This design comes from an exercise in tuning for small area, a short achievable clock period and few clock cycles on the open sky130 flow, not from production work. RTL that was checked went through simulation tests only; none was proved equivalent to the original.

==> job 1631 <==
Design cordic_rot_iter, start of the top module:
module cordic_rot_iter (
    input  logic        clk_i,
    input  logic        rst_i,
    input  logic        valid_i,
    output logic        ready_o,
    input  logic [63:0] angle_i,
    output logic        valid_o,
    input  logic        ready_i,
    output logic [63:0] cos_o,
    output logic [63:0] sin_o,
    output logic        range_err_o
);
Settings: LEC_CHECK=0, CAP_MARGIN=20, CORE_MARGIN=2, CORE_UTILIZATION=40, SLEW_MARGIN=20; clock period 8.0 ns.
run.sh (not shown) runs the stock make flow with config.mk's settings and CLKGATE_MAP_FILE= SYNTH_SCRIPT=/design/flow/synth_recipe.tcl, a recipe that flattens the netlist after the stock synthesis.
==> job 8850 (differences from job 1631) <==
Settings changed: CTS_BUF_LIST from default to sky130_fd_sc_hd__clkbuf_4 sky130_fd_sc_hd__clkbuf_8, SETUP_SLACK_MARGIN from default to 4.0.
==> job 1378 (differences from job 1631) <==
Settings changed: CTS_BUF_LIST from default to sky130_fd_sc_hd__clkbuf_4 sky130_fd_sc_hd__clkbuf_8, SETUP_SLACK_MARGIN from default to 3.6.
==> comparison <==
Maximum frequency: job 8850 > job 1378 > job 1631. Clock skew: job 1631 < job 8850 < job 1378. Job 1378 completed without violations. Job 8850 finished clean. Job 1631 completed without violations. Between job 1378 and job 1631, the lower worst hold slack is in job 1378 (gap 0.058 ns). Cell area, lowest first: job 1378, job 1631, job 8850.
Function was not checked in any run of this note: the RTL went through the layout flow alone.

---

==> pepper <==
Another version of the RTL of cordic_rot_iter (not shown whole).
Settings: LEC_CHECK=0, CAP_MARGIN=20, CORE_MARGIN=2, CORE_UTILIZATION=40, SETUP_SLACK_MARGIN=3.6, SLEW_MARGIN=20; clock period 8.0 ns.
==> lagoon (differences from pepper) <==
--- a/flow/design.v
+++ b/flow/design.v
@@ -1308,21 +1308,19 @@
     logic signed [33:0] x_q32;
     logic signed [33:0] yp_q32;
     logic signed [33:0] x32, yp32;
     logic [34:0] xt31;
     assign xt31 = {34'(x_q32), 1'b1} + {34'(yp_q32 >>> 31), dcur_q32};
     assign x32 = xt31[34:1];
     assign yp32 = (34'(yp_q32) - 34'(x_q32 >>> 31)) ^ {34{dcur_q32}};
-    logic v_q33;
-    logic e_q33;
-    logic signed [33:0] x_q33;
-    logic signed [33:0] yp_q33;
-    assign valid_o = v_q33;
-    assign en = ~(valid_o & ~ready_i);
-    assign ready_o = en;
+    logic o_v, s_v, o_e, s_e, o_load, rdy_q;
+    logic signed [33:0] o_x, o_y, s_x, s_y;
+    assign en = ~s_v;
+    assign ready_o = rdy_q;   
+    assign o_load = ~o_v | ready_i;
     always_ff @(posedge clk_i or posedge rst_i) begin
         if (rst_i) begin
             v_q1 <= 1'b0;
             v_q2 <= 1'b0;
             v_q3 <= 1'b0;
             v_q4 <= 1'b0;
             v_q5 <= 1'b0;
@@ -1349,49 +1347,60 @@
             v_q26 <= 1'b0;
             v_q27 <= 1'b0;
             v_q28 <= 1'b0;
             v_q29 <= 1'b0;
             v_q30 <= 1'b0;
             v_q31 <= 1'b0;
             v_q32 <= 1'b0;
-            v_q33 <= 1'b0;
-        end else if (en) begin
-            v_q1 <= valid_i;
-            v_q2 <= v_q1;
-            v_q3 <= v_q2;
-            v_q4 <= v_q3;
-            v_q5 <= v_q4;
-            v_q6 <= v_q5;
-            v_q7 <= v_q6;
-            v_q8 <= v_q7;
-            v_q9 <= v_q8;
-            v_q10 <= v_q9;
-            v_q11 <= v_q10;
-            v_q12 <= v_q11;
-            v_q13 <= v_q12;
-            v_q14 <= v_q13;
-            v_q15 <= v_q14;
-            v_q16 <= v_q15;
-            v_q17 <= v_q16;
-            v_q18 <= v_q17;
-            v_q19 <= v_q18;
-            v_q20 <= v_q19;
-            v_q21 <= v_q20;
-            v_q22 <= v_q21;
-            v_q23 <= v_q22;
-            v_q24 <= v_q23;
-            v_q25 <= v_q24;
-            v_q26 <= v_q25;
-            v_q27 <= v_q26;
-            v_q28 <= v_q27;
-            v_q29 <= v_q28;
-            v_q30 <= v_q29;
-            v_q31 <= v_q30;
-            v_q32 <= v_q31;
-            v_q33 <= v_q32;
+            o_v <= 1'b0;
+            s_v <= 1'b0;
+            rdy_q <= 1'b1;
+        end else begin
+            if (en) begin
+                v_q1 <= valid_i;
+                v_q2 <= v_q1;
+                v_q3 <= v_q2;
+                v_q4 <= v_q3;
+                v_q5 <= v_q4;
+                v_q6 <= v_q5;
+                v_q7 <= v_q6;
+                v_q8 <= v_q7;
+                v_q9 <= v_q8;
+                v_q10 <= v_q9;
+                v_q11 <= v_q10;
+                v_q12 <= v_q11;
+                v_q13 <= v_q12;
+                v_q14 <= v_q13;
+                v_q15 <= v_q14;
+                v_q16 <= v_q15;
+                v_q17 <= v_q16;
+                v_q18 <= v_q17;
+                v_q19 <= v_q18;
+                v_q20 <= v_q19;
+                v_q21 <= v_q20;
+                v_q22 <= v_q21;
+                v_q23 <= v_q22;
+                v_q24 <= v_q23;
+                v_q25 <= v_q24;
+                v_q26 <= v_q25;
+                v_q27 <= v_q26;
+                v_q28 <= v_q27;
+                v_q29 <= v_q28;
+                v_q30 <= v_q29;
+                v_q31 <= v_q30;
+                v_q32 <= v_q31;
+            end
+            if (o_load) begin
+                o_v <= s_v | v_q32;
+                s_v <= 1'b0;
+                rdy_q <= 1'b1;
+            end else if (en) begin
+                s_v <= v_q32;
+                rdy_q <= ~v_q32;
+            end
         end
     end
     always_ff @(posedge clk_i) begin
         if (en) begin
             e_q1 <= e0;
             z_q1 <= z1;
             d0_q1 <= d0;
@@ -1554,16 +1563,24 @@
             zb_q31 <= zbd30;
             x_q31 <= x30;
             yp_q31 <= yp30;
             e_q32 <= e_q31;
             dcur_q32 <= d31;
             x_q32 <= x31;
             yp_q32 <= yp31;
-            e_q33 <= e_q32;
-            x_q33 <= x32;
-            yp_q33 <= yp32;
+        end
+        if (o_load) begin
+            o_x <= s_v ? s_x : x32;
+            o_y <= s_v ? s_y : yp32;
+            o_e <= s_v ? s_e : e_q32;
+        end
+        if (en) begin
+            s_x <= x32;
+            s_y <= yp32;
+            s_e <= e_q32;
         end
     end
-    assign cos_o = {{30{x_q33[33]}}, x_q33};
-    assign sin_o = {{30{yp_q33[33]}}, yp_q33};
-    assign range_err_o = e_q33;
+    assign valid_o = o_v;
+    assign cos_o = {{30{o_x[33]}}, o_x};
+    assign sin_o = {{30{o_y[33]}}, o_y};
+    assign range_err_o = o_e;
 endmodule
CORE_UTILIZATION = 55   (was 40)
CTS_BUF_LIST = sky130_fd_sc_hd__clkbuf_4 sky130_fd_sc_hd__clkbuf_8   (was default)
SETUP_SLACK_MARGIN = 4.5   (was 3.6)
==> notes <==
Of pepper and lagoon, lagoon has the higher non-clock buffer count (gap 239). In pepper the die area is higher than in lagoon, by about 37%. Of pepper and lagoon, lagoon has the higher core utilization (gap 18 points). lagoon went through all stages and came out clean. pepper passed the timing, DRC and antenna checks. In lagoon the sequential cell count is higher than in pepper, by 71. Of lagoon and pepper, pepper has the higher worst hold slack (gap 0.016 ns). In sequential share of layout area, lagoon and pepper hardly differ.
==> figures <==
Slowest Stage Delay on Critical Path: pepper 0.50 ns; lagoon 0.43 ns
Adder and majority cell fraction of the synthesized area: pepper 13.83%; lagoon 13.78%
Met3 wire length: pepper 25480 µm; lagoon 28900 µm
Status: pepper timing/DRC/antenna clean; lagoon timing/DRC/antenna clean
Routed via count divided by cell count: pepper 5.589; lagoon 6.036
Die footprint: pepper 0.4695 mm²; lagoon 0.3434 mm²
Number of gates on the worst path with buffers counted: pepper 15; lagoon 12
Worst reg-to-reg path cell count: pepper 9; lagoon 12
Total number of vias: pepper 141100; lagoon 145300
Floorplan row count: pepper 250; lagoon 213
Net total in the final layout: pepper 20930; lagoon 21270
Relative slew slack: pepper 14.13%; lagoon 18.28%
Testbench counts of lagoon, summed over its fixed seeds: cycles 1,864.
The RTL of pepper was laid out without a check of its function.

afterwards: timing with drivers on the ports:
In the flow no input, the clock included, has a driving cell. The finished layouts below were timed again as built, in two steps. Step 1, drivers: a clkbuf_16 drives clk_i and a buf_2 each remaining input, both assumed. Step 2 also shifts input and output timing later by t, the mid clock arrival at the registers, as if the neighbouring blocks saw the same clock. a / b / c = ideal ports / drivers / drivers and shift; a / b = the first two.
run	t, ns	setup slack, ns	worst hold slack (ns)	pins driven straight from the clock port
job 1631	1.044	2.181 / 2.159 / 1.834	0.396 / 0.396 / 0.396	1
job 8850	1.248	3.639 / 3.639 / 2.893	0.346 / 0.346 / 0.346	1
job 1378	1.236	3.627 / 3.605 / 2.518	0.338 / 0.338 / 0.338	1
pepper	1.052	3.585 / 3.630 / 2.631	0.399 / 0.399 / 0.399	1
lagoon	1.216	4.412 / 4.315 / 3.413	0.383 / 0.383 / 0.383	1
After both steps every run listed still meets setup and hold. For job 1378, which loses most, drivers alone change the setup slack by -0.022 ns; drivers and shift together by -1.109 ns.
